Context: an optimization exercise on an open-source flow, tuned for small area, a short achievable clock period and few clock cycles per item. The choices shown serve that exercise and are no tape-out recipe. Only simulation tests tie the RTL to the original design; equivalence was not proved. Power figures rest on the tool's default switching activity, not on a simulated workload.

## heading_pid_steer_controller
module heading_pid_steer_controller (
   input  logic                  clock,
   input  logic                  reset,
   input  logic                  req_valid,
   output logic                  req_ready,
   input  logic [OP_W-1:0]       req_op,
   input  logic [ANGLE_IN_W-1:0] req_angle_in,
   input  logic [THROTTLE_W-1:0] req_throttle_in,
   input  logic                  req_enable_in,
   output logic                  rsp_valid,
   input  logic                  rsp_ready,
   output logic [STEER_W-1:0]    rsp_steer_out,
   output logic [THROTTLE_W-1:0] rsp_throttle_out,
   output logic                  rsp_in_band,
   input  logic                  csr_wr_en,
   input  logic [CSR_IDX_W-1:0]  csr_index,
   input  logic [CSR_DATA_W-1:0] csr_wr_data
);
Settings: LEC_CHECK=0, ABC_CLOCK_PERIOD_IN_PS=3300, CAP_MARGIN=20, CORE_MARGIN=2, CORE_UTILIZATION=45, CTS_CLUSTER_DIAMETER=120, CTS_CLUSTER_SIZE=24, SETUP_SLACK_MARGIN=2.3, SLEW_MARGIN=20; clock period 6.0 ns.
run.sh (not shown) runs the stock make flow with config.mk's settings and CLKGATE_MAP_FILE= SYNTH_SCRIPT=/design/flow/synth_recipe.tcl, a recipe that flattens the netlist after the stock synthesis.
The first run ran to the end with no violations.
Testbench counts at the start, summed over its fixed seeds: cycles 7,740, items 1,961.
Edit:
--- a/flow/design.v
+++ b/flow/design.v
@@ -428,14 +428,15 @@
          end
       endcase
       if (!x_v_in) begin
          x_a_in   = '0;
          x_acc_in = 1'b1;
          x_c15_in = 1'b0;
          x_c11_in = 1'b0;
+         x_int_in = 1'b0;
       end
    end
    always_ff @(posedge clock) begin
       if (reset) begin
          b_st     <= B_RDY;
          integ    <= '0;
          last_err <= '0;
@@ -504,17 +505,16 @@
          bp_band   <= (j_kind == J_BAND);
          bp_behind <= (b_st != B_RDY) || (tp_drain && !e_fire);
       end else if (e_fire) begin
          bp_behind <= 1'b0;
       end
    end
    always_comb begin
-      if (y_acc)      z_add = acc;
-      else if (y_int) z_add = ACC_W'({{(ACC_W-16-INTEG_W){integ[INTEG_W-1]}}, integ, 16'd0});
-      else            z_add = '0;
+      z_add = (acc & {ACC_W{y_acc}}) |
+              (ACC_W'({{(ACC_W-16-INTEG_W){integ[INTEG_W-1]}}, integ, 16'd0}) & {ACC_W{y_int}});
    end
    always_ff @(posedge clock) begin
       if (reset) begin
          rsp_valid <= 1'b0;
       end else if (e_fire || bp_fire || emit_job) begin
          rsp_valid <= 1'b1;
       end else if (rsp_ready) begin
Result: The new run completed without violations; maximum frequency increases by 0.60%; worst setup slack gets better by 0.022 ns; total power is higher by about 50%; hold slack got worse by 0.0082 ns; die area barely changes; final cell count shrinks by about 1.2%; synthesized area hardly moves; non-clock buffer count came out higher by 4; synthesized cell count went down by about 1.6%; wire length came out lower by 0.97%; register-to-register slack is better by 0.02 ns; via count falls by about 0.7%; count of clock-buffer cells in the layout is unchanged; core utilization falls by 0.27 points.
Testbench counts after the change, summed over its fixed seeds: cycles 7,740, items 1,961.

* * *

## JK
Starting RTL as in the previous note.
==> flow/design.v (excerpt) <==
module heading_pid_steer_controller (
   input  logic                  clock,
   input  logic                  reset,
   input  logic                  req_valid,
   output logic                  req_ready,
   input  logic [OP_W-1:0]       req_op,
   input  logic [ANGLE_IN_W-1:0] req_angle_in,
   input  logic [THROTTLE_W-1:0] req_throttle_in,
   input  logic                  req_enable_in,
   output logic                  rsp_valid,
   input  logic                  rsp_ready,
   output logic [STEER_W-1:0]    rsp_steer_out,
   output logic [THROTTLE_W-1:0] rsp_throttle_out,
   output logic                  rsp_in_band,
   input  logic                  csr_wr_en,
   input  logic [CSR_IDX_W-1:0]  csr_index,
   input  logic [CSR_DATA_W-1:0] csr_wr_data
);
export LEC_CHECK = 0
export ABC_CLOCK_PERIOD_IN_PS = 3500
export CAP_MARGIN = 20
export CORE_MARGIN = 2
export CORE_UTILIZATION = 40
export CTS_CLUSTER_DIAMETER = 120
export CTS_CLUSTER_SIZE = 24
export SETUP_SLACK_MARGIN = 2.2
export SLEW_MARGIN = 20
create_clock -name core_clock -period 6.0 [get_ports {clock}]
Testbench counts of JK, summed over its fixed seeds: cycles 7,740, items 1,961.
Setup changes, JK to MS
--- a/flow/design.v
+++ b/flow/design.v
@@ -156,16 +156,18 @@
    logic                         j_take;
    localparam logic [2:0] B_RDY = 3'd0;
    localparam logic [2:0] B_I2  = 3'd1;
    localparam logic [2:0] B_I3  = 3'd2;
    localparam logic [2:0] B_I4  = 3'd3;
    localparam logic [2:0] B_I5  = 3'd4;
    logic [2:0]                   b_st;
+   logic signed [HEADING_W-1:0]  b_err;
    logic signed [HEADING_W-1:0]  last_err;    
-   logic signed [THROTTLE_W-1:0] e_thr;
+   logic                         b_clr;
+   logic signed [THROTTLE_W-1:0] b_thr, e_thr;
    logic                         b_dz;
    logic signed [ACC_W-1:0]      acc;
    logic signed [HEADING_W-1:0] w;
    logic                        jump, tick_on;
    logic signed [HEADING_W-1:0] err;
    logic                        inband;
    logic                        stall, adv;
@@ -358,15 +360,15 @@
       bp_fire = bp_first && out_free;
       take_oob  = (b_st == B_RDY) && j_v && (j_kind == J_OOB) &&
                   (!tp_drain || (!rsp_valid && !bp_first));
       take_band = ((b_st == B_RDY) || (b_st == B_I4) || (b_st == B_I5)) && j_v &&
                   (j_kind != J_OOB) && !bp_v;
       emit_job  = take_band && (b_st == B_RDY) && !tp_drain && out_free;
       fill_bp   = take_band && !emit_job;
-      j_take    = (b_st == B_I3) || take_band;
+      j_take    = take_oob || take_band;
       i_sum   = acc[33:16];
       if (i_sum > 18'sd8192)       integ_new = 15'sd8192;
       else if (i_sum < -18'sd8192) integ_new = -15'sd8192;
       else                         integ_new = i_sum[INTEG_W-1:0];
       if (acc[27:23] != {5{acc[27]}})
          deriv_sat = acc[27] ? 24'sh800000 : 24'sh7FFFFF;
       else
@@ -388,25 +390,25 @@
       x_gd_in  = 1'b0;
       x_c15_in = 1'b0;
       x_c11_in = 1'b0;
       x_int_in = 1'b0;
       unique case (b_st)
          B_I2: begin
             if (b_dz) begin
-               x_a_in   = 24'(j_err);
+               x_a_in   = 24'(b_err);
                x_b_in   = gain_p;
                x_c11_in = 1'b1;
             end else begin
-               x_a_in = 24'(DIFF_W'(j_err) - (j_clr ? DIFF_W'(0) : DIFF_W'(last_err)));
+               x_a_in = 24'(DIFF_W'(b_err) - (b_clr ? DIFF_W'(0) : DIFF_W'(last_err)));
                x_b_in = 16'(tick_rate);
             end
             x_v_in = 1'b1;
          end
          B_I3: begin
-            x_a_in   = 24'(j_err);
+            x_a_in   = 24'(b_err);
             x_b_in   = gain_p;
             x_v_in   = !b_dz;
             x_c11_in = 1'b1;
          end
          B_I4: begin
             x_a_in   = 24'(integ_new);
             x_b_in   = gain_i;
@@ -423,20 +425,14 @@
          end
          default: begin
             x_v_in   = take_oob;
             x_c15_in = 1'b1;
             x_int_in = !j_clr;
          end
       endcase
-      if (!x_v_in) begin
-         x_a_in   = '0;
-         x_acc_in = 1'b1;
-         x_c15_in = 1'b0;
-         x_c11_in = 1'b0;
-      end
    end
    always_ff @(posedge clock) begin
       if (reset) begin
          b_st     <= B_RDY;
          integ    <= '0;
          last_err <= '0;
          x_v   <= 1'b0;
@@ -452,15 +448,15 @@
             B_I3:  b_st <= B_I4;
             B_I4:  b_st <= b_dz ? B_RDY : B_I5;
             default: b_st <= B_RDY;
          endcase
          if (take_band && (j_kind == J_BAND)) begin
             last_err <= j_err;
          end else if (b_st == B_I2) begin
-            last_err <= j_err;
+            last_err <= b_err;
          end
          if (take_band && (j_kind == J_BAND)) begin
             integ <= '0;
          end else if (b_st == B_I4) begin
             integ <= integ_new;
          end
          x_v  <= x_v_in;
@@ -488,20 +484,25 @@
       x_c15 <= x_c15_in;
       x_c11 <= x_c11_in;
       y_s   <= mul_s;
       y_c   <= mul_c;
       y_acc <= x_acc;
       x_int <= x_int_in;
       y_int <= x_int;
-      acc <= y_s + y_c + z_add;
+      if (y_v) begin
+         acc <= y_s + y_c + z_add;
+      end
       if (take_oob) begin
+         b_err  <= j_err;
+         b_thr  <= j_thr;
+         b_clr  <= j_clr;
          b_dz   <= (j_err == (j_clr ? HEADING_W'(0) : last_err));
       end
-      if (b_st == B_I3) begin
-         e_thr <= j_thr;
+      if (x_gd_in) begin
+         e_thr <= b_thr;
       end
       if (fill_bp) begin
          bp_thr    <= (j_kind == J_BAND) ? j_thr : '0;
          bp_band   <= (j_kind == J_BAND);
          bp_behind <= (b_st != B_RDY) || (tp_drain && !e_fire);
       end else if (e_fire) begin
          bp_behind <= 1'b0;
Results
- Measured against JK, the worst vdd rail ir drop of MS comes out at 0.72 times the reference value.
- CTS buffer count: MS higher than JK
- Routed wire length in MS is 13% above JK.
- In the reports for MS and JK, the larger highest fanout seen on the critical path belongs to MS.
- MS consumes more power than JK does.
- Diff JK -> MS: net count after synthesis increased about 3.3%; share of the synthesized area in compound gates (AO/OA/AOI/OAI) increased 0.18 points; combinational share of power increased 1.6 points; number of non-clock buffers increased 29.
- Endpoint required time on the critical path for MS: 1580 ps up relative to JK
- Total buffers and inverters traversed by the critical path (lower): JK
- What MS reported for flip-flop and latch power has to be multiplied by 0.880 to get the figure for JK.
- JK -> MS: average footprint of a synthesized cell increased by a few percent
Testbench counts of MS, summed over its fixed seeds: cycles 7,635, items 1,961.

* * *

== north ==
RTL: one of the versions met above, not the one the previous note started from.
For scale: ~94 I/O pins, roughly 39000 um2 of cells after synthesis.
// heading_pid_steer_controller
module heading_pid_steer_controller (
   input  logic                  clock,
   input  logic                  reset,
   input  logic                  req_valid,
   output logic                  req_ready,
   input  logic [OP_W-1:0]       req_op,
   input  logic [ANGLE_IN_W-1:0] req_angle_in,
   input  logic [THROTTLE_W-1:0] req_throttle_in,
   input  logic                  req_enable_in,
   output logic                  rsp_valid,
   input  logic                  rsp_ready,
   output logic [STEER_W-1:0]    rsp_steer_out,
   output logic [THROTTLE_W-1:0] rsp_throttle_out,
   output logic                  rsp_in_band,
   input  logic                  csr_wr_en,
   input  logic [CSR_IDX_W-1:0]  csr_index,
   input  logic [CSR_DATA_W-1:0] csr_wr_data
);
   logic [GAIN_W-1:0]   gain_p, gain_i, gain_d;
   logic [LIMIT_W-1:0]  steer_limit;
   logic [BAND_W-1:0]   error_band;
   logic [PERIOD_W-1:0] tick_period;
   logic [RATE_W-1:0]   tick_rate;
   always_ff @(posedge clock) begin
      if (reset) begin
         gain_p      <= 16'd8192;
         gain_i      <= 16'd410;
         gain_d      <= 16'd1229;
         steer_limit <= 14'd8192;
         error_band  <= 15'd410;
         tick_period <= 16'd1311;
         tick_rate   <= 10'd50;
      end else if (csr_wr_en) begin
         unique case (csr_index)
            3'd0: gain_p      <= csr_wr_data[GAIN_W-1:0];
            3'd1: gain_i      <= csr_wr_data[GAIN_W-1:0];
            3'd2: gain_d      <= csr_wr_data[GAIN_W-1:0];
            3'd3: steer_limit <= csr_wr_data[LIMIT_W-1:0];
  ...
Settings: LEC_CHECK=0, ABC_CLOCK_PERIOD_IN_PS=3300, CAP_MARGIN=20, CORE_MARGIN=2, CORE_UTILIZATION=45, CTS_CLUSTER_DIAMETER=120, CTS_CLUSTER_SIZE=24, SETUP_SLACK_MARGIN=2.3, SLEW_MARGIN=20; clock period 6.0 ns.
Testbench counts of north, summed over its fixed seeds: cycles 7,635, items 1,961.
Input-level comparison between south and north:
diff --git a/flow/design.v b/flow/design.v
--- a/flow/design.v
+++ b/flow/design.v
@@ -153,24 +153,22 @@
    logic signed [HEADING_W-1:0]  j_err;
    logic signed [THROTTLE_W-1:0] j_thr;
    logic                         j_clr;
    logic                         j_take;
    localparam logic [2:0] B_RDY = 3'd0;
    localparam logic [2:0] B_I2  = 3'd1;
    localparam logic [2:0] B_I3  = 3'd2;
    localparam logic [2:0] B_I4  = 3'd3;
    localparam logic [2:0] B_I5  = 3'd4;
    logic [2:0]                   b_st;
-   logic signed [HEADING_W-1:0]  b_err;
    logic signed [HEADING_W-1:0]  last_err;    
-   logic                         b_clr;
-   logic signed [THROTTLE_W-1:0] b_thr, e_thr;
+   logic signed [THROTTLE_W-1:0] e_thr;
    logic                         b_dz;
    logic signed [ACC_W-1:0]      acc;
    logic signed [HEADING_W-1:0] w;
    logic                        jump, tick_on;
    logic signed [HEADING_W-1:0] err;
    logic                        inband;
    logic                        stall, adv;
    always_comb begin
       logic signed [DIFF_W-1:0]     td, d;
       logic [HEADING_W-1:0]         eabs;
@@ -357,21 +355,21 @@
       tp_drain = x_gd || y_gd || e_v;
       bp_first = bp_v && !bp_behind;
       e_fire  = e_v && out_free && !bp_first;
       bp_fire = bp_first && out_free;
       take_oob  = (b_st == B_RDY) && j_v && (j_kind == J_OOB) &&
                   (!tp_drain || (!rsp_valid && !bp_first));
       take_band = ((b_st == B_RDY) || (b_st == B_I4) || (b_st == B_I5)) && j_v &&
                   (j_kind != J_OOB) && !bp_v;
       emit_job  = take_band && (b_st == B_RDY) && !tp_drain && out_free;
       fill_bp   = take_band && !emit_job;
-      j_take    = take_oob || take_band;
+      j_take    = (b_st == B_I3) || take_band;
       i_sum   = acc[33:16];
       if (i_sum > 18'sd8192)       integ_new = 15'sd8192;
       else if (i_sum < -18'sd8192) integ_new = -15'sd8192;
       else                         integ_new = i_sum[INTEG_W-1:0];
       if (acc[27:23] != {5{acc[27]}})
          deriv_sat = acc[27] ? 24'sh800000 : 24'sh7FFFFF;
       else
          deriv_sat = acc[23:0];
       hi      = acc[40:26];
       lo      = acc[25:12];
@@ -387,31 +385,31 @@
       x_b_in   = tick_period;
       x_v_in   = 1'b0;
       x_acc_in = 1'b0;
       x_gd_in  = 1'b0;
       x_c15_in = 1'b0;
       x_c11_in = 1'b0;
       x_int_in = 1'b0;
       unique case (b_st)
          B_I2: begin
             if (b_dz) begin
-               x_a_in   = 24'(b_err);
+               x_a_in   = 24'(j_err);
                x_b_in   = gain_p;
                x_c11_in = 1'b1;
             end else begin
-               x_a_in = 24'(DIFF_W'(b_err) - (b_clr ? DIFF_W'(0) : DIFF_W'(last_err)));
+               x_a_in = 24'(DIFF_W'(j_err) - (j_clr ? DIFF_W'(0) : DIFF_W'(last_err)));
                x_b_in = 16'(tick_rate);
             end
             x_v_in = 1'b1;
          end
          B_I3: begin
-            x_a_in   = 24'(b_err);
+            x_a_in   = 24'(j_err);
             x_b_in   = gain_p;
             x_v_in   = !b_dz;
             x_c11_in = 1'b1;
          end
          B_I4: begin
             x_a_in   = 24'(integ_new);
             x_b_in   = gain_i;
             x_v_in   = 1'b1;
             x_acc_in = 1'b1;
             x_gd_in  = b_dz;
@@ -445,21 +443,21 @@
          unique case (b_st)
             B_RDY: if (take_oob) b_st <= B_I2;
             B_I2:  b_st <= B_I3;
             B_I3:  b_st <= B_I4;
             B_I4:  b_st <= b_dz ? B_RDY : B_I5;
             default: b_st <= B_RDY;
          endcase
          if (take_band && (j_kind == J_BAND)) begin
             last_err <= j_err;
          end else if (b_st == B_I2) begin
-            last_err <= b_err;
+            last_err <= j_err;
          end
          if (take_band && (j_kind == J_BAND)) begin
             integ <= '0;
          end else if (b_st == B_I4) begin
             integ <= integ_new;
          end
          x_v  <= x_v_in;
          x_gd <= x_gd_in;
          y_v  <= x_v;
          y_gd <= x_gd;
@@ -485,27 +483,24 @@
       x_c11 <= x_c11_in;
       y_s   <= mul_s;
       y_c   <= mul_c;
       y_acc <= x_acc;
       x_int <= x_int_in;
       y_int <= x_int;
       if (y_v) begin
          acc <= y_s + y_c + z_add;
       end
       if (take_oob) begin
-         b_err  <= j_err;
-         b_thr  <= j_thr;
-         b_clr  <= j_clr;
          b_dz   <= (j_err == (j_clr ? HEADING_W'(0) : last_err));
       end
-      if (x_gd_in) begin
-         e_thr <= b_thr;
+      if (b_st == B_I3) begin
+         e_thr <= j_thr;
       end
       if (fill_bp) begin
          bp_thr    <= (j_kind == J_BAND) ? j_thr : '0;
          bp_band   <= (j_kind == J_BAND);
          bp_behind <= (b_st != B_RDY) || (tp_drain && !e_fire);
       end else if (e_fire) begin
          bp_behind <= 1'b0;
       end
    end
    always_comb begin
Results
Worst clock skew: south < north
south was carried through to the last stage, and its layout satisfied the timing, design-rule and antenna checks.
Going from north to south, number of buffer and inverter instances along the worst setup path shrinks by 1.
Compared with north, south shows a lower fill cell instance count of the final layout.
Relative to north, area overhead of the layout relative to synthesis decreased by 1.3 points in south.
In south, the cell count came out about 5% below the value in north.
Where maximum VDD drop is concerned, north is outperformed by south.
Changes observed in south relative to north: first-iteration DRC count comparable, count of plain and timing-repair buffers in the layout moved down.
Looking at via total after detailed routing across north and south, the one that comes out higher is north.
south vs. north: register share of total power now smaller, internal reg-to-reg setup slack now larger.
Higher total power goes to north over south.
Looking at area after synthesis across north and south, the one that comes out higher is north.
On routability congestion estimate, north tracks south almost exactly.
Testbench counts of south, summed over its fixed seeds: cycles 7,740, items 1,961.

-- static timing again, ports no longer ideal --
No port has a modelled driver above. Below, the same layouts with a new extraction and two added sets of constraints. Step 1 (the two cells are an assumption about what drives the block):
set clk [get_ports {clock}]
set_driving_cell -lib_cell sky130_fd_sc_hd__clkbuf_16 $clk
set_driving_cell -lib_cell sky130_fd_sc_hd__buf_2 [delete_from_list [all_inputs] $clk]
Step 2 also shifts input and output timing later by t, the mid clock arrival at the registers, as if the neighbouring blocks saw the same clock. a / b / c = no drivers / after step 1 / after step 2; a / b = the first two.
run | t, ns | setup WS [ns] | hold WS [ns] | slew at the worst register clock pin (ns) | cell pins on the clock port's net
the first run of note 1 | 0.672 | 2.348 / 2.348 / 1.852 | 0.331 / 0.331 / 0.331 | 0.11 / 0.11 | 1
the second run of note 1 | 0.673 | 2.369 / 2.369 / 1.999 | 0.323 / 0.323 / 0.323 | 0.11 / 0.11 | 1
JK | 0.675 | 2.301 / 2.247 / 1.855 | 0.335 / 0.335 / 0.335 | 0.11 / 0.11 | 1
MS | 0.686 | 2.264 / 2.264 / 2.264 | 0.328 / 0.328 / 0.328 | 0.11 / 0.11 | 1
north | 0.691 | 2.294 / 2.294 / 2.294 | 0.333 / 0.333 / 0.333 | 0.12 / 0.12 | 1
south | 0.681 | 2.324 / 2.324 / 2.324 | 0.315 / 0.315 / 0.315 | 0.11 / 0.11 | 1
After both steps setup and hold are still met in every run listed. The setup slack of the first run of note 1, which loses most, moves by 0.000 ns with the drivers and by -0.496 ns with both steps.
